This design comes from an exercise in tuning for small area on the open sky130 flow, not from production work. Function was checked by simulation only, so behaviour that the tests miss may differ from the original. No driver is modelled on the clock port, so clocking that relies on it looks cheaper here than on a real chip. Power figures rest on the tool's default switching activity, not on a simulated workload.

==> flow/design.v <==
package mcm_pkg;
	typedef enum logic [16-1:0] {
		CMD_NOP               = 16'd0,
		CMD_SET_QUAD_COUNT    = 16'd1,
		CMD_REQ_QUAD_COUNT    = 16'd2,
		CMD_SET_INTRPT_MASK   = 16'd3,
		CMD_REQ_INTRPT_STATUS = 16'd4,
		CMD_CLR_INTRPT        = 16'd5
	} spi_cmd_e;
	typedef struct packed {
		spi_cmd_e                    cmd;
		logic [8-1:0]  addr;
		logic [40-1:0]  data;
	} spi_frame_t;
	typedef enum logic [1:0] {
		SPI_IDLE,
		SPI_SHIFT,
		SPI_DONE
	} spi_state_e;
	typedef logic [32-1:0] quad_count_t;
	typedef struct packed {
		logic a;
		logic b;
	} quad_pins_t;
	typedef struct packed {
		logic ul;
		logic ll;
		logic index;
	} limit_pins_t;
	typedef logic [3-1:0] intrpt_status_t;
	typedef logic [4-1:0] slot_mask_t;
endpackage
`timescale 1ns/1ps
module spi_sr_bit
(
	input  logic load_i,
	input  logic load_bit_i,
	input  logic shift_i,
	input  logic shift_bit_i,
	input  logic hold_i,
	input  logic q_i,
	output logic d_o
);
	assign d_o = (load_i & load_bit_i) | (shift_i & shift_bit_i) | (hold_i & q_i);
endmodule
`timescale 1ns/1ps
module quad_cnt_bit_p
(
	input  logic q_i,
	input  logic c_i,
	input  logic up_i,
	input  logic load_i,
	input  logic d_i,
	output logic d_o,
	output logic x_o,
	output logic c_n_o
);
	assign x_o   = ~(q_i ^ up_i);
	assign c_n_o = ~(c_i & x_o);
	assign d_o   = load_i ? d_i : (q_i ^ c_i);
endmodule
module quad_cnt_bit_n
(
	input  logic q_i,
	input  logic c_n_i,
	input  logic up_i,
	input  logic load_i,
	input  logic d_i,
	output logic d_o,
	output logic x_n_o,
	output logic c_o
);
	assign x_n_o = q_i ^ up_i;
	assign c_o   = ~(c_n_i | x_n_o);
	assign d_o   = load_i ? d_i : ~(q_i ^ c_n_i);
endmodule
`timescale 1ns/1ps
module intrpt_mask_bit
(
	input  logic set_i,
	input  logic set_bit_i,
	input  logic hold_i,
	input  logic q_i,
	output logic d_o
);
	assign d_o = (set_i & set_bit_i) | (hold_i & q_i);
endmodule
`timescale 1ns/1ps
module reply_sel_bit
(
	input  logic [3:0] sel_i,
	input  logic [3:0] bit_i,
	input  logic       hold_i,
	input  logic       q_i,
	output logic       d_o
);
	assign d_o = |(sel_i & bit_i) | (hold_i & q_i);
endmodule
`timescale 1ns/1ps
module mcm_top
(
	input  logic        clk,
	input  logic        rst_n_i,
	input  logic        spi_clk_i,
	input  logic        spi_scsn_i,
	input  logic        spi_mosi_i,
	output logic        spi_miso_o,
	input  logic [7:0]  quad_i,
	input  logic [11:0] limit_i,
	output logic [3:0]  intrpt_o
);
	logic [2:0]  pin_meta_q;
	logic [2:0]  pin_sync_q;
	logic [1:0]  pin_prev_q;
	logic        sclk_rise;
	logic        sclk_fall;
	logic        scsn_rise;
	logic        scsn_fall;
	logic        mosi_s;
	logic        shift_q;
	logic        done_q;
	logic        frame_start;
	logic [6:0]  bit_cnt_q;
	logic        lvl0_q;
	logic        lead_q;
	logic        hi_zero_q;
	logic [43:0] sr_q;
	logic        sr_shift;
	logic        tx_valid;
	logic        tx_bit;
	always_ff @(posedge clk or negedge rst_n_i)
	begin
		if (!rst_n_i)
		begin
			pin_meta_q <= 3'b010;
			pin_sync_q <= 3'b010;
			pin_prev_q <= 2'b10;
		end
		else
		begin
			pin_meta_q <= {spi_mosi_i, spi_scsn_i, spi_clk_i};
			pin_sync_q <= pin_meta_q;
			pin_prev_q <= pin_sync_q[1:0];
		end
	end
	assign sclk_rise = pin_sync_q[0] & ~pin_prev_q[0];
	assign sclk_fall = ~pin_sync_q[0] & pin_prev_q[0];
	assign scsn_rise = pin_sync_q[1] & ~pin_prev_q[1];
	assign scsn_fall = ~pin_sync_q[1] & pin_prev_q[1];
	assign mosi_s    = pin_sync_q[2];
	assign frame_start = scsn_fall & ~shift_q;
	always_ff @(posedge clk or negedge rst_n_i)
	begin
		if (!rst_n_i)
		begin
			shift_q <= 1'b0;
			done_q  <= 1'b0;
		end
		else
		begin
			shift_q <= shift_q ? ~scsn_rise : scsn_fall;
			done_q  <= shift_q & scsn_rise & (bit_cnt_q == 7'd64);
		end
	end
	always_ff @(posedge clk)
	begin
		if (frame_start)
			bit_cnt_q <= '0;
		else if (shift_q && sclk_rise && !scsn_rise && (bit_cnt_q != '1))
			bit_cnt_q <= bit_cnt_q + 1'b1;
	end
	logic        cmd_hi_zero;
	logic [2:0]  cmd_lo;
	logic [7:0]  addr;
	logic [31:0] data;
	logic        is_set_count;
	logic        is_req_count;
	logic        is_set_mask;
	logic        is_req_status;
	logic        is_clr;
	logic        req;
	logic [3:0]  slot_hit;
	assign cmd_hi_zero = hi_zero_q & ~lead_q;
	assign cmd_lo      = sr_q[43:41];
	assign addr        = sr_q[40:33];
	assign data        = sr_q[31:0];
	assign is_set_count  = cmd_hi_zero && (cmd_lo == 3'd1);
	assign is_req_count  = cmd_hi_zero && (cmd_lo == 3'd2);
	assign is_set_mask   = cmd_hi_zero && (cmd_lo == 3'd3);
	assign is_req_status = cmd_hi_zero && (cmd_lo == 3'd4);
	assign is_clr        = cmd_hi_zero && (cmd_lo == 3'd5);
	assign req           = done_q && (is_req_count || is_req_status);
	for (genvar s = 0; s < 4; s++)
	begin : g_hit
		assign slot_hit[s] = done_q && (addr == 8'(s));
	end
	logic         reply_c4_q;
	logic         reply_c2_q;
	logic         reply_in_range_q;
	logic [7:0]   reply_addr_q;
	logic [31:0]  reply_data_q;
	logic         reply_addr_ok;
	logic         reply_hi_ok;
	logic         reply_lo_ok;
	logic [127:0] counts;
	logic [11:0]  statuses;
	always_ff @(posedge clk or negedge rst_n_i)
	begin
		if (!rst_n_i)
		begin
			reply_c4_q <= 1'b0;
			reply_c2_q <= 1'b0;
		end
		else if (req)
		begin
			reply_c4_q <= is_req_status;
			reply_c2_q <= is_req_count;
		end
	end
	logic [11:0] reply_small_load;
	logic [11:0] reply_small_q;
	logic [11:0] reply_small_d;
	assign reply_small_load = {addr[7:2] == 6'd0, addr,
		is_req_count ? count_sel_lo : statuses[3*addr[1:0] +: 3]};
	for (genvar b = 0; b < 12; b++)
	begin : g_reply_small
		intrpt_mask_bit i_hold_bit (
			.set_i     (req),
			.set_bit_i (reply_small_load[b]),
			.hold_i    (!req),
			.q_i       (reply_small_q[b]),
			.d_o       (reply_small_d[b])
		);
	end
	always_ff @(posedge clk)
		reply_small_q <= reply_small_d;
	assign {reply_in_range_q, reply_addr_q, reply_data_q[2:0]} = reply_small_q;
	logic [3:0]  slot_sel;
	logic [3:0]  req_sel;
	logic [2:0]  count_sel_lo;
	logic [31:3] reply_data_d;
	for (genvar s = 0; s < 4; s++)
	begin : g_sel
		assign slot_sel[s] = (addr[1:0] == 2'(s));
		assign req_sel[s]  = req && slot_sel[s];
	end
	for (genvar i = 3; i < 32; i++)
	begin : g_count_sel
		reply_sel_bit i_sel (
			.sel_i  (req_sel),
			.bit_i  ({counts[96+i], counts[64+i], counts[32+i], counts[i]}),
			.hold_i (!req),
			.q_i    (reply_data_q[i]),
			.d_o    (reply_data_d[i])
		);
	end
	assign count_sel_lo = counts[32*addr[1:0] +: 3];
	always_ff @(posedge clk)
		reply_data_q[31:3] <= reply_data_d;
	assign reply_addr_ok = reply_c4_q | reply_c2_q;
	assign reply_hi_ok   = reply_c2_q & reply_in_range_q;
	assign reply_lo_ok   = reply_addr_ok & reply_in_range_q;
	assign sr_shift = shift_q && sclk_rise &&
		(((bit_cnt_q >= 7'd13) && (bit_cnt_q <= 7'd24)) || (bit_cnt_q >= 7'd32));
	logic [43:0] sr_load;
	logic [43:0] sr_load_en;
	logic [43:0] sr_d;
	logic        sr_shift_only;
	logic        sr_hold;
	assign sr_load = {reply_c4_q, reply_c2_q, 1'b0, reply_addr_q, 1'b0, reply_data_q};
	assign sr_load_en = {{3{frame_start}}, {8{frame_start & reply_addr_ok}}, frame_start,
		{29{frame_start & reply_hi_ok}}, {3{frame_start & reply_lo_ok}}};
	assign sr_shift_only = sr_shift & ~frame_start;
	assign sr_hold       = ~sr_shift & ~frame_start;
	for (genvar i = 0; i < 44; i++)
	begin : g_sr
		spi_sr_bit i_sr_bit (
			.load_i      (sr_load_en[i]),
			.load_bit_i  (sr_load[i]),
			.shift_i     (sr_shift_only),
			.shift_bit_i ((i == 0) ? mosi_s : sr_q[(i == 0) ? 0 : i-1]),
			.hold_i      (sr_hold),
			.q_i         (sr_q[i]),
			.d_o         (sr_d[i])
		);
	end
	always_ff @(posedge clk)
		sr_q[43:32] <= sr_d[43:32];
	always_ff @(posedge clk or negedge rst_n_i)
	begin
		if (!rst_n_i)
			sr_q[31:0] <= '0;
		else
			sr_q[31:0] <= sr_d[31:0];
	end
	always_ff @(posedge clk)
	begin
		if (frame_start)
		begin
			lvl0_q    <= pin_sync_q[0];
			hi_zero_q <= 1'b1;
		end
		else if (shift_q && sclk_rise)
		begin
			if (bit_cnt_q == 7'd0)
				lead_q <= mosi_s;
			else if (bit_cnt_q[6])
				lead_q <= sr_q[43];
			if ((bit_cnt_q >= 7'd1) && (bit_cnt_q <= 7'd12) && mosi_s)
				hi_zero_q <= 1'b0;
		end
	end
	always_comb
	begin
		if (!lvl0_q)
		begin
			tx_valid = ((bit_cnt_q >= 7'd13) && (bit_cnt_q <= 7'd23)) ||
				((bit_cnt_q >= 7'd32) && (bit_cnt_q <= 7'd63));
			tx_bit   = sr_q[43];
		end
		else
		begin
			tx_valid = ((bit_cnt_q >= 7'd12) && (bit_cnt_q <= 7'd22)) ||
				((bit_cnt_q >= 7'd31) && (bit_cnt_q <= 7'd62));
			tx_bit   = ((bit_cnt_q == 7'd12) || (bit_cnt_q == 7'd31)) ? sr_q[43] : sr_q[42];
		end
	end
	always_ff @(posedge clk or negedge rst_n_i)
	begin
		if (!rst_n_i)
			spi_miso_o <= 1'b0;
		else if (frame_start)
			spi_miso_o <= 1'b0;
		else if (shift_q && scsn_rise)
			spi_miso_o <= 1'b0;
		else if (shift_q && sclk_fall)
			spi_miso_o <= tx_valid & tx_bit;
	end
	logic        cnt_live_q;
	always_ff @(posedge clk or negedge rst_n_i)
	begin
		if (!rst_n_i)
			cnt_live_q <= 1'b0;
		else
			cnt_live_q <= 1'b1;
	end
	for (genvar s = 0; s < 4; s++)
	begin : g_slot
		logic [1:0]  q_meta_q;
		logic [1:0]  q_sync_q;
		logic        step_up_d;
		logic        step_dn_d;
		logic        step_up;
		logic        step_dn;
		logic [31:0] count_q;
		logic [31:0] count_d;
		logic [31:0] x;
		logic [32:0] c;
		logic        lo_all;
		logic        load;
		assign load = (slot_hit[s] && is_set_count) || !cnt_live_q;
		always_comb
		begin
			step_up_d = 1'b0;
			step_dn_d = 1'b0;
			case ({q_sync_q, q_meta_q})
				4'b0010, 4'b1011, 4'b1101, 4'b0100: step_up_d = 1'b1;
				4'b0001, 4'b0111, 4'b1110, 4'b1000: step_dn_d = 1'b1;
				default: step_up_d = 1'b0;
			endcase
		end
		always_ff @(posedge clk or negedge rst_n_i)
		begin
			if (!rst_n_i)
			begin
				q_meta_q <= '0;
				q_sync_q <= '0;
				step_up  <= 1'b0;
				step_dn  <= 1'b0;
			end
			else
			begin
				q_meta_q <= quad_i[2*s +: 2];
				q_sync_q <= q_meta_q;
				step_up  <= step_up_d;
				step_dn  <= step_dn_d;
			end
		end
		assign lo_all = &x[15:0];
		assign c[0]  = step_up | step_dn;
		assign c[16] = c[0] & lo_all;
		for (genvar i = 0; i < 32; i += 2)
		begin : g_bit
			logic c_n_next;
			logic c_next;
			logic x_n;
			quad_cnt_bit_p i_even (
				.q_i    (count_q[i]),
				.c_i    (c[i]),
				.up_i   (step_up),
				.load_i (load),
				.d_i    (data[i]),
				.d_o    (count_d[i]),
				.x_o    (x[i]),
				.c_n_o  (c_n_next)
			);
			quad_cnt_bit_n i_odd (
				.q_i    (count_q[i+1]),
				.c_n_i  (c_n_next),
				.up_i   (step_up),
				.load_i (load),
				.d_i    (data[i+1]),
				.d_o    (count_d[i+1]),
				.x_n_o  (x_n),
				.c_o    (c_next)
			);
			assign x[i+1] = ~x_n;
			if ((i % 16) != 14)
			begin : g_ripple
				assign c[i+2] = c_next;
			end
		end
		always_ff @(posedge clk)
			count_q <= count_d;
		assign counts[32*s +: 32] = count_q;
		logic [2:0] l_meta_q;
		logic [2:0] l_sync_q;
		logic [2:0] l_prev_q;
		logic [2:0] status_q;
		logic [2:0] mask_q;
		logic [2:0] mask_d;
		logic [2:0] clr;
		logic       intrpt_q;
		always_ff @(posedge clk or negedge rst_n_i)
		begin
			if (!rst_n_i)
			begin
				l_meta_q <= '0;
				l_sync_q <= '0;
				l_prev_q <= '0;
				status_q <= '0;
				mask_q   <= '0;
				intrpt_q <= 1'b0;
			end
			else
			begin
				l_meta_q <= {limit_i[3*s], limit_i[3*s+1], limit_i[3*s+2]};
				l_sync_q <= l_meta_q;
				l_prev_q <= l_sync_q;
				status_q <= (status_q & ~clr) | (l_sync_q & ~l_prev_q);
				mask_q   <= mask_d;
				intrpt_q <= |(status_q & ~clr & mask_d);
			end
		end
		assign clr    = (slot_hit[s] && is_clr) ? data[2:0] : 3'b000;
		logic set_mask;
		assign set_mask = slot_hit[s] && is_set_mask;
		for (genvar b = 0; b < 3; b++)
		begin : g_mask
			intrpt_mask_bit i_mask_bit (
				.set_i     (set_mask),
				.set_bit_i (data[b]),
				.hold_i    (!set_mask),
				.q_i       (mask_q[b]),
				.d_o       (mask_d[b])
			);
		end
		assign statuses[3*s +: 3] = status_q;
		assign intrpt_o[s]        = intrpt_q;
	end
endmodule
`timescale 1ns/1ps
module mcm_chip (
	input  logic                               clk,
	input  logic                               rst_n_i,
	input  logic                               spi_clk_i,
	input  logic                               spi_scsn_i,
	input  logic                               spi_mosi_i,
	output logic                               spi_miso_o,
	input  logic [2*4-1:0]        quad_i,
	input  logic [3*4-1:0]        limit_i,
	output logic [4-1:0]          intrpt_o
);
	mcm_top i_mcm_top (
		.clk        (clk),
		.rst_n_i    (rst_n_i),
		.spi_clk_i  (spi_clk_i),
		.spi_scsn_i (spi_scsn_i),
		.spi_mosi_i (spi_mosi_i),
		.spi_miso_o (spi_miso_o),
		.quad_i     (quad_i),
		.limit_i    (limit_i),
		.intrpt_o   (intrpt_o)
	);
endmodule
==> flow/flow/run.sh <==
#!/bin/bash
# Standard layout with three changes: small port buffers, no CTS dummy
# loads, and a power (area) recovery pass after CTS. make's output goes to
# standard.log; each ORFS step keeps its own log under orfs/logs.
set -euo pipefail
here=$(pwd)
export BUFFER_PORTS_ARGS="-buffer_cell sky130_fd_sc_hd__buf_1"
export CTS_ARGS="-sink_clustering_enable -repair_clock_nets -dont_use_dummy_load -buf_list sky130_fd_sc_hd__clkbuf_4 -sink_clustering_size 12 -sink_clustering_max_diameter 30"
export POST_CTS_TCL="$here/flow/post_cts.tcl"
export RECOVER_POWER=100
export POST_GLOBAL_ROUTE_TCL="$here/flow/post_grt.tcl"
bash standard.sh > standard.log 2>&1
==> flow/flow/post_cts.tcl <==
# after CTS and its timing repair: size down cells that have slack to spare
puts "post_cts: recovering area on paths with slack"
estimate_parasitics -placement
repair_timing -recover_power 100 -verbose
detailed_placement
check_placement -verbose
report_design_area
==> flow/flow/post_grt.tcl <==
# after global route and its power recovery: repair any slew or
# capacitance the downsizing broke, then route the changed nets again
puts "post_grt: repair design after power recovery"
global_route -start_incremental
estimate_parasitics -global_routing
repair_design -verbose
detailed_placement
global_route -end_incremental
check_placement -verbose
estimate_parasitics -global_routing
report_design_area
==> flow/standard.sh <==
#!/bin/bash
# synth_recipe.tcl (not shown) runs the flow's synth.tcl, then flattens the netlist and writes it again
# the make line also repeats each setting of config.mk as NAME=value (left out here)
make -C /OpenROAD-flow-scripts/flow DESIGN_CONFIG=/design/flow/config.mk WORK_HOME=/design/flow/orfs CLKGATE_MAP_FILE= SYNTH_SCRIPT=/design/flow/synth_recipe.tcl "${@:-finish}"
==> flow/config.mk <==
export PLATFORM = sky130hd
export DESIGN_NAME = mcm_chip
export DESIGN_NICKNAME = mcm_chip
export VERILOG_FILES = /design/flow/design.v
export SDC_FILE = /design/flow/constraint.sdc
export NUM_CORES = 4
export LEC_CHECK = 0
export CAP_MARGIN = 0
export CORE_MARGIN = 2
export CORE_UTILIZATION = 72
export HOLD_SLACK_MARGIN = 0
export SLEW_MARGIN = 0
export SYNTH_HIERARCHICAL = 1
==> flow/constraint.sdc <==
create_clock -name core_clock -period 5.0 [get_ports {clk}]
set_input_delay 1.0000 -clock core_clock [delete_from_list [all_inputs] [get_ports {clk}]]
set_output_delay 1.0000 -clock core_clock [all_outputs]
set_load 0.01 [all_outputs]
==> impl_table.tex, run 1 <==
\begin{tabular}{lr}
\hline
Metric & Value \\
\hline
\multicolumn{2}{l}{\textbf{Synth}} \\
Post-synthesis cell count & $\sim$1,400 \\
Number of warnings printed during yosys synthesis & 7 \\
Avg Inst Size Synth & $\sim$10 um\^{}2 \\
Syn Std Cell Area & 14,160 um\^{}2 \\
\multicolumn{2}{l}{\textbf{Global route}} \\
Global route total overflow & 0 \\
Pin count of the biggest net entering global routing & 65 \\
Overall global routing resource usage & roughly a third \\
Via count of the first global-routing pass & 10,740 \\
Global-route wire length before repair & 54,170 um \\
Number of antenna violations at the first check in global routing & 1 \\
\multicolumn{2}{l}{\textbf{Place}} \\
Instance count after placement with tap cells included & 1,715 \\
Cell Area, Placed & about 15,000 um\^{}2 \\
DP Wirelength & between 20,000 and 25,000 um \\
Routability congestion estimate from global placement & 0.9007 \\
Number of port buffers & 29 \\
\multicolumn{2}{l}{\textbf{Setup path}} \\
Element type at the critical path start & register \\
Critical Path AT & 5.15 ns \\
CP top delay family & simple AND/OR/NAND/NOR gates \\
Data required, critical path & roughly 5.6 ns \\
Cell-by-cell trace of the critical path & clkbuf\_4 -> xnor2\_1 -> nor4bb\_1 -> nand2\_1 -> nor2\_1 -> nand2\_1 -> nor2\_1 -> nand2\_1 -> nor2\_1 -> nand2\_1 -> nor2\_1 -> nand2\_1 -> nor2\_1 -> nand2\_1 -> nor2\_1 -> nand2\_1 -> nor2\_1 -> nand2\_1 -> nor2\_1 -> nand2\_1 -> xor2\_1 -> o21ai\_1 \\
Count of buffer and inverter cells on the critical path & 1 \\
Cell with the largest stage delay on the worst path & dfrtp\_2 \\
Worst-path fanout max & 17 \\
Slowest cell delay on critical path & 0.71 ns \\
Setup CP Type & register to register \\
Cell mode on critical path & nand2\_1 \\
Type of destination of the critical path & register \\
\multicolumn{2}{l}{\textbf{Die}} \\
FP Rows & 51 \\
Die Area & 20,800 um\^{}2 \\
Die outline width & roughly 140 um \\
I/O pins & 30 \\
Starting density of the core & between 70\% and 80\% \\
Core box area & around 19,000 um\^{}2 \\
Chip height & around 140 um \\
\multicolumn{2}{l}{\textbf{STA}} \\
Count of pins over their slew limit & 0 \\
Minimum clock period & $\sim$4.6 ns \\
Final Hold Viols & 0 \\
Share of the clock period used by the worst path after layout & 91.55\% \\
F\_max & 218.5 MHz \\
Count of endpoints failing setup in the final report & 0 \\
Transition time of the tightest slew-check pin & approximately 1.3 ns \\
Hold\_ws & 0.3191 ns \\
Worst rel slew slack & between 10\% and 20\% \\
Aggregate negative setup slack & 0 ns \\
Worst-case clock skew & 0.1016 ns \\
\multicolumn{2}{l}{\textbf{Drt}} \\
Number of iterations in the first detailed-routing pass & 6 \\
Violation count after the first detailed-routing iteration & 971 \\
Total via count after detailed routing & 10,860 \\
Final routed DRC violation total & 0 \\
Count of antenna-violating nets left after detailed routing & 0 \\
Average wire per standard cell & 18.86 um \\
WL final & 33,480 um \\
Post-detailed-route via-to-cell ratio & 6.121 \\
\multicolumn{2}{l}{\textbf{CTS}} \\
Sink Count & 325 \\
CTS tree & done \\
Clock-pin slew of the registers on the worst-case setup and hold paths & approximately 0.11 ns \\
Clock Latency Late Sink & 0.73 ns \\
\multicolumn{2}{l}{\textbf{Finish}} \\
Nets & between 1,500 and 2,000 \\
Post-route cell area & about 15,000 um\^{}2 \\
Area growth syn-to-layout & 6.602\% \\
Final cell count without fillers & 1,775 \\
Fraction of final layout cells sized beyond drive strength 1 & $\sim$6.6\% \\
Number of fill cells in the layout & 1,409 \\
\multicolumn{2}{l}{\textbf{Power and ir drop}} \\
Leakage dissipation & 6.284 nW \\
Worst ir drop on vdd & 0.0002183 V \\
Cell Pwr Density & approximately 320 nW/um\^{}2 \\
Final Power & 4.837 mW \\
\multicolumn{2}{l}{\textbf{Hold path}} \\
Class of the tightest hold or removal check & register to register \\
\multicolumn{2}{l}{\textbf{Status}} \\
Outcome & complete, no violations \\
\multicolumn{2}{l}{\textbf{Flow run}} \\
Number of max-cap violations & 0 \\
\hline
\end{tabular}
## state kept, by name, indices dropped and copies added (netlist names), 2 cells and up
register	flops
i_mcm_top.g_slot.intrpt_q	4
i_mcm_top.g_slot.status_q	12
i_mcm_top.pin_meta_q	3
i_mcm_top.pin_prev_q	2
i_mcm_top.g_slot.count_q	128
i_mcm_top.pin_sync_q	3
i_mcm_top.sr_q	44
i_mcm_top.g_slot.l_meta_q	12
i_mcm_top.reply_data_q	29
i_mcm_top.reply_small_q	12
i_mcm_top.g_slot.l_sync_q	12
i_mcm_top.g_slot.l_prev_q	12
i_mcm_top.g_slot.step_dn	4
i_mcm_top.bit_cnt_q	7
i_mcm_top.g_slot.q_meta_q	8
i_mcm_top.g_slot.q_sync_q	8
i_mcm_top.g_slot.mask_q	12
i_mcm_top.g_slot.step_up	4
## placed cells by master, fill, tap and decap left out, drive strengths merged, types with 5 or more instances in the layout
| master | count |
|---|---|
| mux4 | 6 |
| nand3 | 19 |
| or3 | 5 |
| inv | 64 |
| xor2 | 128 |
| o21ai | 141 |
| nand2b | 5 |
| dfxtp | 189 |
| xnor2 | 133 |
| a31oi | 10 |
| nor2 | 88 |
| dfrtp | 131 |
| a222oi | 73 |
| and2 | 11 |
| a22oi | 29 |
| buf | 35 |
| nor4bb | 17 |
| nand2 | 244 |
| clkbuf | 71 |
| nor3 | 5 |
| a22o | 36 |
| or2 | 7 |
## power by group
group,leakage [nW],internal (mW),switching (mW)
combinational,2.84,0.276,0.344
sequential,3.19,2.73,0.159
clock,0.248,0.492,0.841
## worst paths after layout
check	from	end	slack, ns	cells past startpoint
setup / recovery	i_mcm_top.g_slot[0].step_up	i_mcm_top.g_slot[0].count_q[31]	0.42	22
hold / removal	i_mcm_top.g_slot[2].l_meta_q[1]	i_mcm_top.g_slot[2].l_sync_q[1]	0.32	0
setup reg to reg	i_mcm_top.g_slot[0].step_up	i_mcm_top.g_slot[0].count_q[31]	0.42	22
hold reg to reg	i_mcm_top.g_slot[2].l_meta_q[1]	i_mcm_top.g_slot[2].l_sync_q[1]	0.32	0
max in group asynchronous	rst_n_i	i_mcm_top.sr_q[8]	2.95	2
min in group asynchronous	rst_n_i	i_mcm_top.g_slot[3].step_dn	0.40	1
## metrics by stage
stage	setup slack [ns]	util [%]
final	0.4226	77.79
after detailed placement	0.5643	76.01
after global placement	0.7067	76.01
after floorplan	0.2051	-
## cell type report
class | count | area [um^2] | area share [%]
Sequential cell | 325 | 7208 | 47.77
Antenna cell | 2 | 5.005 | 0.03316
Timing Repair Buffer | 52 | 236.5 | 1.567
Inverter | 65 | 244.0 | 1.617
Multi-Input combinational cell | 1012 | 6660 | 44.13
Tap cell | 265 | 331.6 | 2.197
Clock buffer | 54 | 405.4 | 2.686
## routing by layer
| layer | GRT usage [%] | routed length, um |
|---|---|---|
| met1 | 43.63 | 14120 |
| met2 | 55.36 | 16170 |
| met3 | 5.132 | 2431 |
| met4 | 10.63 | 756 |
| met5 | 0 | 0 |
==> inputs of run 2 (changes only) <==
--- a/flow/flow/run.sh
+++ b/flow/flow/run.sh
@@ -6,5 +6,5 @@
 here=$(pwd)
 export BUFFER_PORTS_ARGS="-buffer_cell sky130_fd_sc_hd__buf_1"
-export CTS_ARGS="-sink_clustering_enable -repair_clock_nets -dont_use_dummy_load -buf_list sky130_fd_sc_hd__clkbuf_4 -sink_clustering_size 12 -sink_clustering_max_diameter 30"
+export CTS_ARGS="-sink_clustering_enable -repair_clock_nets -dont_use_dummy_load -buf_list sky130_fd_sc_hd__clkbuf_4 -sink_clustering_size 14 -sink_clustering_max_diameter 25"
 export POST_CTS_TCL="$here/flow/post_cts.tcl"
 export RECOVER_POWER=100
==> run 2 against run 1 <==
Sequential cell count stayed put. Sequential power hardly changed. Still clean on timing, DRC and antenna. Highest routed layer unchanged. Via count is 1.6% higher. Worst hold slack worse by 0.016 ns. Count of clock-buffer cells in the layout is 21 higher. Synthesized cell count stayed put. Critical path depth stayed put. Register-to-register slack better by 0.02 ns. Maximum frequency is 0.43% higher. Global-route usage is 0.25 points higher. Clock skew is 0.020 ns lower. Combinational power hardly changed.
==> impl_table.tex, run 2 <==
\begin{tabular}{lr}
\hline
Metric & Value \\
\hline
\multicolumn{2}{l}{\textbf{Status}} \\
Outcome & complete, no violations \\
\multicolumn{2}{l}{\textbf{STA}} \\
Count of endpoints failing setup in the final report & 0 \\
Minimum clock period & 4.558 ns \\
F\_max & between 200 and 250 MHz \\
Worst rel slew slack & 10.29\% \\
Share of the clock period used by the worst path after layout & 91.16\% \\
Worst-case clock skew & between 0.08 and 0.09 ns \\
Final Hold Viols & 0 \\
Count of pins over their slew limit & 0 \\
Transition time of the tightest slew-check pin & 1.346 ns \\
Setup slack after layout & 0.4420 ns \\
Aggregate negative setup slack & 0 ns \\
\multicolumn{2}{l}{\textbf{Die}} \\
FP Rows & between 50 and 60 \\
Chip height & 144.2 um \\
Core box area & 19,400 um\^{}2 \\
Die outline width & 144.2 um \\
Starting density of the core & 72.97\% \\
Die Area & 20,800 um\^{}2 \\
I/O pins & 30 \\
\multicolumn{2}{l}{\textbf{Finish}} \\
Nets & 1,559 \\
Biggest register & i\_mcm\_top.g\_slot.count\_q \\
Regs by FF count & i\_mcm\_top.g\_slot.count\_q: 128 flops, i\_mcm\_top.sr\_q: 44 flops, i\_mcm\_top.reply\_data\_q: 29 flops \\
Fraction of final layout cells sized beyond drive strength 1 & 7.979\% \\
Most frequent cells in the layout & nand2\_1, dfxtp\_1, o21ai\_0 \\
Area growth syn-to-layout & 7.742\% \\
Flip-flop count of the largest register, all copies and words added & about 130 \\
Number of fill cells in the layout & 1,366 \\
Most common cell after layout, fill and taps aside & nand2\_1 \\
\multicolumn{2}{l}{\textbf{Hold path}} \\
Class of the tightest hold or removal check & register to register \\
\multicolumn{2}{l}{\textbf{Drt}} \\
Met1 layer wirelength in the final routing & 13,880 um \\
Final routed DRC violation total & 0 \\
Sum of met2 wire segment lengths after detailed routing & 16,180 um \\
Count of antenna-violating nets left after detailed routing & 0 \\
WL final & about 34,000 um \\
Number of iterations in the first detailed-routing pass & 9 \\
Met3 wire len & 2635 um \\
Average wire per standard cell & 18.69 um \\
Total via count after detailed routing & 11,030 \\
Violation count after the first detailed-routing iteration & 1,050 \\
Post-detailed-route via-to-cell ratio & 6.147 \\
Highest layer used for signal routing & met4 \\
\multicolumn{2}{l}{\textbf{Place}} \\
DP Wirelength & 22,170 um \\
Worst slack at placement & 0.5643 ns \\
Routability congestion estimate from global placement & 0.9007 \\
Number of port buffers & 29 \\
\multicolumn{2}{l}{\textbf{Global route}} \\
Global-route wire length before repair & 54,170 um \\
Global route total overflow & 0 \\
Pin count of the biggest net entering global routing & 65 \\
Overall global routing resource usage & 33.01\% \\
Number of antenna violations at the first check in global routing & 0 \\
Via count of the first global-routing pass & between 10,000 and 15,000 \\
\multicolumn{2}{l}{\textbf{Synth}} \\
Syn Std Cell Area & $\sim$14,000 um\^{}2 \\
Avg Inst Size Synth & 9.983 um\^{}2 \\
Post-synthesis cell count & 1,418 \\
Number of warnings printed during yosys synthesis & 7 \\
\multicolumn{2}{l}{\textbf{Setup path}} \\
Element type at the critical path start & register \\
Setup CP Type & register to register \\
Worst-path fanout max & 17 \\
Critical Path AT & 5.16 ns \\
Type of destination of the critical path & register \\
Data required, critical path & 5.60 ns \\
\multicolumn{2}{l}{\textbf{Power and ir drop}} \\
Worst ir drop on vdd & approximately 0.00024 V \\
Sequential cell fraction of total power & 56.9\% \\
Internal power summed over all cells & roughly 3.7 mW \\
Logic gate share of total power & 12.2\% \\
Leakage dissipation & approximately 6.4 nW \\
Cell Pwr Density & 332.6 nW/um\^{}2 \\
Share of power burned in the clock network & between 30\% and 40\% \\
Switch share & 27.34\% \\
Switching power & roughly 1.4 mW \\
\multicolumn{2}{l}{\textbf{CTS}} \\
CTS tree & done \\
Sink Count & 325 \\
Clock-pin slew of the registers on the worst-case setup and hold paths & $\sim$0.09 ns \\
Clock Latency Late Sink & 0.71 ns \\
\multicolumn{2}{l}{\textbf{Flow run}} \\
Number of max-cap violations & 0 \\
\hline
\end{tabular}
run 2: path summary, 6_finish.rpt:
check                                                startpoint                              end  slack (ns)  cells past startpoint
worst max register to register      i_mcm_top.g_slot[0].step_up  i_mcm_top.g_slot[0].count_q[31]        0.44                     22
worst min register to register  i_mcm_top.g_slot[2].l_meta_q[1]  i_mcm_top.g_slot[2].l_sync_q[1]        0.30                      0
min in group asynchronous                               rst_n_i          i_mcm_top.pin_meta_q[2]        0.37                      1
worst max-delay path                i_mcm_top.g_slot[0].step_up  i_mcm_top.g_slot[0].count_q[31]        0.44                     22
worst min-delay path            i_mcm_top.g_slot[2].l_meta_q[1]  i_mcm_top.g_slot[2].l_sync_q[1]        0.30                      0
max in group asynchronous                               rst_n_i  i_mcm_top.g_slot[2].l_meta_q[1]        2.92                      2
run 2: power groups by stage:
stage,sequential [mW],combinational (mW),clock [mW]
2_1_floorplan,2.90,0.468,0
3_3_place_gp,2.93,0.603,0
3_5_place_dp,2.94,0.623,0
6_report,2.89,0.620,1.56
run 2: routing by layer:
| metal | vias to the layer above | GRT usage (%) |
|---|---|---|
| met5 | - | 0 |
| met4 | 0 | 11.50 |
| met3 | 94 | 7.914 |
| met2 | 445 | 54.99 |
| met1 | 5295 | 42.52 |
| li1 | 5200 | - |
run 2: area by class of cell:
| cell class | count | area (um^2) | area share, % |
|---|---|---|---|
| clock buffers | 75 | 563.0 | 3.692 |
| flip-flops and latches | 325 | 7208 | 47.26 |
| diodes | 1 | 2.502 | 0.01641 |
| multi-input cells | 1012 | 6660 | 43.67 |
| well taps | 265 | 331.6 | 2.174 |
| repair buffers | 52 | 242.7 | 1.591 |
| inverters | 65 | 244.0 | 1.600 |
run 2: metrics by stage:
stage,utilization [%],hold slack (ns),area [um^2],power [mW],std cells
final,78.62,0.3027,15250,5.073,1795
after global placement,76.01,0.3314,14740,3.536,1715
after floorplan,-,0.3312,14160,3.364,1419
after detailed placement,76.01,0.3358,14740,3.560,1715
run 2: worst max-delay path, cell delays in order, from the launching register on:
cell and delay [ns]:
dfrtp_2 0.69, clkbuf_4 0.47, xnor2_1 0.19, nor4bb_1 0.24, nand2_1 0.10, nor2_1 0.16
nand2_1 0.11, nor2_1 0.20, nand2_1 0.11, nor2_1 0.19, nand2_1 0.12, nor2_1 0.20
nand2_1 0.12, nor2_1 0.22, nand2_1 0.13, nor2_1 0.22, nand2_1 0.12, nor2_1 0.18
nand2_1 0.12, nor2_1 0.19, nand2_1 0.09, xor2_1 0.15, o21ai_0 0.18
==> inputs of run 3 (changes only) <==
--- a/flow/design.v
+++ b/flow/design.v
@@ -203,4 +203,5 @@
 	logic         reply_hi_ok;
 	logic         reply_lo_ok;
+	logic [2:0]   count_sel_lo;
 	logic [127:0] counts;
 	logic [11:0]  statuses;
@@ -238,5 +239,4 @@
 	logic [3:0]  slot_sel;
 	logic [3:0]  req_sel;
-	logic [2:0]  count_sel_lo;
 	logic [31:3] reply_data_d;
 	for (genvar s = 0; s < 4; s++)
@@ -266,4 +266,5 @@
 	logic [43:0] sr_load_en;
 	logic [43:0] sr_d;
+	logic [43:0] sr_shift_in;
 	logic        sr_shift_only;
 	logic        sr_hold;
@@ -271,4 +272,5 @@
 	assign sr_load_en = {{3{frame_start}}, {8{frame_start & reply_addr_ok}}, frame_start,
 		{29{frame_start & reply_hi_ok}}, {3{frame_start & reply_lo_ok}}};
+	assign sr_shift_in   = {sr_q[42:0], mosi_s};
 	assign sr_shift_only = sr_shift & ~frame_start;
 	assign sr_hold       = ~sr_shift & ~frame_start;
@@ -279,5 +281,5 @@
 			.load_bit_i  (sr_load[i]),
 			.shift_i     (sr_shift_only),
-			.shift_bit_i ((i == 0) ? mosi_s : sr_q[(i == 0) ? 0 : i-1]),
+			.shift_bit_i (sr_shift_in[i]),
 			.hold_i      (sr_hold),
 			.q_i         (sr_q[i]),
@@ -390,5 +392,5 @@
 		assign c[0]  = step_up | step_dn;
 		assign c[16] = c[0] & lo_all;
-		for (genvar i = 0; i < 32; i += 2)
+		for (genvar i = 0; i < 32; i = i + 2)
 		begin : g_bit
 			logic c_n_next;
==> flow/flow/run.sh (replaced) <==
#!/bin/bash
# The standard layout (standard.sh, the standard flow's own ORFS flow) with these changes:
#  - port buffers are buf_1 instead of the default pick
#  - CTS uses clkbuf_4 with small sink clusters and no dummy loads
#  - after CTS, cells with slack to spare are sized down (post_cts.tcl)
#  - global route runs ORFS's power recovery (RECOVER_POWER), then repairs
#    any slew or capacitance that broke (post_grt.tcl)
# make's output goes to standard.log; each ORFS step keeps its own full log
# under orfs/logs.
set -euo pipefail
here=$(pwd)
export BUFFER_PORTS_ARGS="-buffer_cell sky130_fd_sc_hd__buf_1"
export CTS_ARGS="-sink_clustering_enable -repair_clock_nets -dont_use_dummy_load -buf_list sky130_fd_sc_hd__clkbuf_4 -sink_clustering_size 10 -sink_clustering_max_diameter 40"
export POST_CTS_TCL="$here/flow/post_cts.tcl"
export RECOVER_POWER=100
export POST_GLOBAL_ROUTE_TCL="$here/flow/post_grt.tcl"
bash standard.sh > standard.log 2>&1
==> run 3 against run 2 <==
Critical path type unchanged. Sequential cell count unchanged. Critical path depth did not move. Worst hold slack gained 0.045 ns. Wire length fell by 0.76%. First-iteration DRC count is 9.6% lower. Cell count is 1.8% lower. Synthesized area stayed put. Die area is the same.
==> impl_table.tex, run 3 <==
\begin{tabular}{lr}
\hline
Metric & Value \\
\hline
\multicolumn{2}{l}{\textbf{Global route}} \\
Global route total overflow & 0 \\
Pin count of the biggest net entering global routing & 65 \\
Overall global routing resource usage & around a third \\
Number of antenna violations at the first check in global routing & 1 \\
Via count of the first global-routing pass & $\sim$11,000 \\
Global-route wire length before repair & 53,730 um \\
\multicolumn{2}{l}{\textbf{Power and ir drop}} \\
Leakage dissipation & 6.234 nW \\
Worst ir drop on vdd & 0.0002082 V \\
Cell Pwr Density & $\sim$310 nW/um\^{}2 \\
\multicolumn{2}{l}{\textbf{CTS}} \\
Sink Count & 325 \\
Clock-pin slew of the registers on the worst-case setup and hold paths & roughly 0.10 ns \\
Clock Latency Late Sink & 0.66 ns \\
CTS tree & done \\
\multicolumn{2}{l}{\textbf{STA}} \\
Count of endpoints failing setup in the final report & 0 \\
F\_max & 223.1 MHz \\
Final Hold Viols & 0 \\
Worst rel slew slack & between 10\% and 20\% \\
Hold\_ws & 0.3478 ns \\
Minimum clock period & $\sim$4.5 ns \\
Aggregate negative setup slack & 0 ns \\
Transition time of the tightest slew-check pin & approximately 1.3 ns \\
Share of the clock period used by the worst path after layout & 89.65\% \\
Worst-case clock skew & 0.05598 ns \\
Count of pins over their slew limit & 0 \\
\multicolumn{2}{l}{\textbf{Hold path}} \\
WHS Path Cells & 0 \\
Worst Min Path Start & i\_mcm\_top.g\_slot[0].l\_meta\_q[2] \\
Worst Hold Endpoint & i\_mcm\_top.g\_slot[0].l\_sync\_q[2] \\
Class of the tightest hold or removal check & register to register \\
\multicolumn{2}{l}{\textbf{Drt}} \\
Average wire per standard cell & roughly 19 um \\
Total via count after detailed routing & $\sim$11,000 \\
Final routed DRC violation total & 0 \\
Post-detailed-route via-to-cell ratio & about 6.1 \\
Violation count after the first detailed-routing iteration & approximately 950 \\
Count of antenna-violating nets left after detailed routing & 0 \\
Number of iterations in the first detailed-routing pass & 8 \\
WL final & around 33,000 um \\
\multicolumn{2}{l}{\textbf{Finish}} \\
Area growth syn-to-layout & 5.993\% \\
Post-route cell area & between 15,000 and 20,000 um\^{}2 \\
Fraction of final layout cells sized beyond drive strength 1 & 5.949\% \\
Flip-flop count of the largest register, all copies and words added & 128 \\
Biggest register & i\_mcm\_top.g\_slot.count\_q \\
Most common cell after layout, fill and taps aside & nand2\_1 \\
Final cell count without fillers & 1,762 \\
Regs by FF count & i\_mcm\_top.g\_slot.count\_q: 128 flops, i\_mcm\_top.sr\_q: 44 flops, i\_mcm\_top.reply\_data\_q: 29 flops \\
Number of fill cells in the layout & approximately 1,400 \\
Nets & 1,526 \\
Final core utilization & 77.35\% \\
Most frequent cells in the layout & nand2\_1, dfxtp\_1, o21ai\_0 \\
\multicolumn{2}{l}{\textbf{Die}} \\
Die Area & 20,800 um\^{}2 \\
I/O pins & 30 \\
Die outline width & 144.2 um \\
FP Rows & 51 \\
Starting density of the core & 72.97\% \\
Chip height & between 100 and 150 um \\
Core box area & 19,400 um\^{}2 \\
\multicolumn{2}{l}{\textbf{Setup path}} \\
Worst-path fanout max & 17 \\
Data required, critical path & approximately 5.6 ns \\
CP top delay family & simple AND/OR/NAND/NOR gates \\
Element type at the critical path start & register \\
Cell with the largest stage delay on the worst path & dfrtp\_2 \\
Startpoint of the most critical register-to-register path & i\_mcm\_top.g\_slot[0].step\_up \\
Critical Path AT & 5.05 ns \\
Type of destination of the critical path & register \\
Register-to-Register Setup Slack & 0.52 ns \\
Setup CP Type & register to register \\
Count of buffer and inverter cells on the critical path & 1 \\
Capture point of the worst reg-to-reg path & i\_mcm\_top.g\_slot[0].count\_q[31] \\
Cell mode on critical path & nand2\_1 \\
Cell-by-cell trace of the critical path & buf\_4 -> xnor2\_1 -> nor4bb\_1 -> nand2\_1 -> nor2\_1 -> nand2\_1 -> nor2\_1 -> nand2\_1 -> nor2\_1 -> nand2\_1 -> nor2\_1 -> nand2\_1 -> nor2\_1 -> nand2\_1 -> nor2\_1 -> nand2\_1 -> nor2\_1 -> nand2\_1 -> nor2\_1 -> nand2\_1 -> xor2\_1 -> o21ai\_0 \\
Length in cells of the worst reg-to-reg path & 22 \\
Slowest cell delay on critical path & 0.71 ns \\
\multicolumn{2}{l}{\textbf{Place}} \\
DP Wirelength & roughly 22,000 um \\
Instance count after placement with tap cells included & 1,715 \\
Cell Area, Placed & 14,740 um\^{}2 \\
Routability congestion estimate from global placement & 0.9007 \\
Number of port buffers & 29 \\
\multicolumn{2}{l}{\textbf{Synth}} \\
Syn Std Cell Area & 14,160 um\^{}2 \\
Avg Inst Size Synth & 9.983 um\^{}2 \\
Number of warnings printed during yosys synthesis & 7 \\
Post-synthesis cell count & 1,418 \\
\multicolumn{2}{l}{\textbf{Flow run}} \\
Number of max-cap violations & 0 \\
\multicolumn{2}{l}{\textbf{Status}} \\
Outcome & complete, no violations \\
\hline
\end{tabular}
[run 3: cell type report]
type / instances / area (um^2) / area share [%]
inverters: 65 / 244.0 / 1.626
diodes: 1 / 2.502 / 0.01668
clock buffers: 42 / 315.3 / 2.101
repair buffers: 52 / 242.7 / 1.618
well taps: 265 / 331.6 / 2.210
multi-input cells: 1012 / 6660 / 44.39
flip-flops and latches: 325 / 7208 / 48.04
[run 3: power breakdown]
part | switching, mW | internal, mW | leakage, nW | total [mW]
logic | 0.343 | 0.277 | 2.85 | 0.620
clock network | 0.798 | 0.388 | 0.193 | 1.19
registers | 0.159 | 2.72 | 3.19 | 2.88
total | 1.30 | 3.39 | 6.23 | 4.69
[run 3: layer usage]
| layer | vias up | track usage (%) | wire [um] |
|---|---|---|---|
| met3 | 88 | 5.497 | 2491 |
| met4 | 0 | 10.22 | 845 |
| met5 | - | 0 | 0 |
| met1 | 5197 | 43.09 | 13870 |
| li1 | 5131 | - | - |
| met2 | 419 | 55.21 | 16090 |
[run 3: how the worst max path moves through the flow]
| stage | startpoint | to | slack (ns) | cells after the start |
|---|---|---|---|---|
| after floorplan | i_mcm_top.bit_cnt_q[1] | i_mcm_top.sr_q[0] | 0.21 | 9 |
| after global placement | i_mcm_top.g_slot[3].step_up | i_mcm_top.g_slot[3].count_q[15] | 0.71 | 19 |
| after detailed placement | i_mcm_top.g_slot[3].step_up | i_mcm_top.g_slot[3].count_q[31] | 0.56 | 21 |
| final | i_mcm_top.g_slot[0].step_up | i_mcm_top.g_slot[0].count_q[31] | 0.52 | 22 |
[run 3: per-stage QoR]
step           total power [mW]  setup WS [ns]
2_1_floorplan             3.364         0.2051
3_3_place_gp              3.536         0.7067
6_report                  4.690         0.5175
3_5_place_dp              3.560         0.5643

[re-timing with driven ports]
How much do the figures lean on ideal ports? The routed layouts below were timed once more, with nothing changed but the port constraints.
Step 1 sets driving cells, clkbuf_16 on the clock port and buf_2 on the other inputs (assumed; they add their load-dependent delay and slew).
Step 2 times the ports against the registers' clock, not the clock port: input delays grow and output delays shrink by t, the midpoint of the rising clock arrivals with the driver on.
Three values: no drivers, after step 1, after step 2; two values: the first two.
| run | t (ns) | setup slack, ns | worst setup path at the end | worst register clock-pin slew, ns | cell pins on the clock port's net |
|---|---|---|---|---|---|
| run 1 | 0.720 | 0.423 / 0.423 / 0.423 | register to register | 0.11 / 0.11 | 1 |
| run 2 | 0.706 | 0.442 / 0.442 / 0.442 | register to register | 0.10 / 0.10 | 1 |
| run 3 | 0.683 | 0.518 / 0.518 / 0.518 | register to register | 0.11 / 0.11 | 1 |
After both steps setup and hold are still met in every run listed.
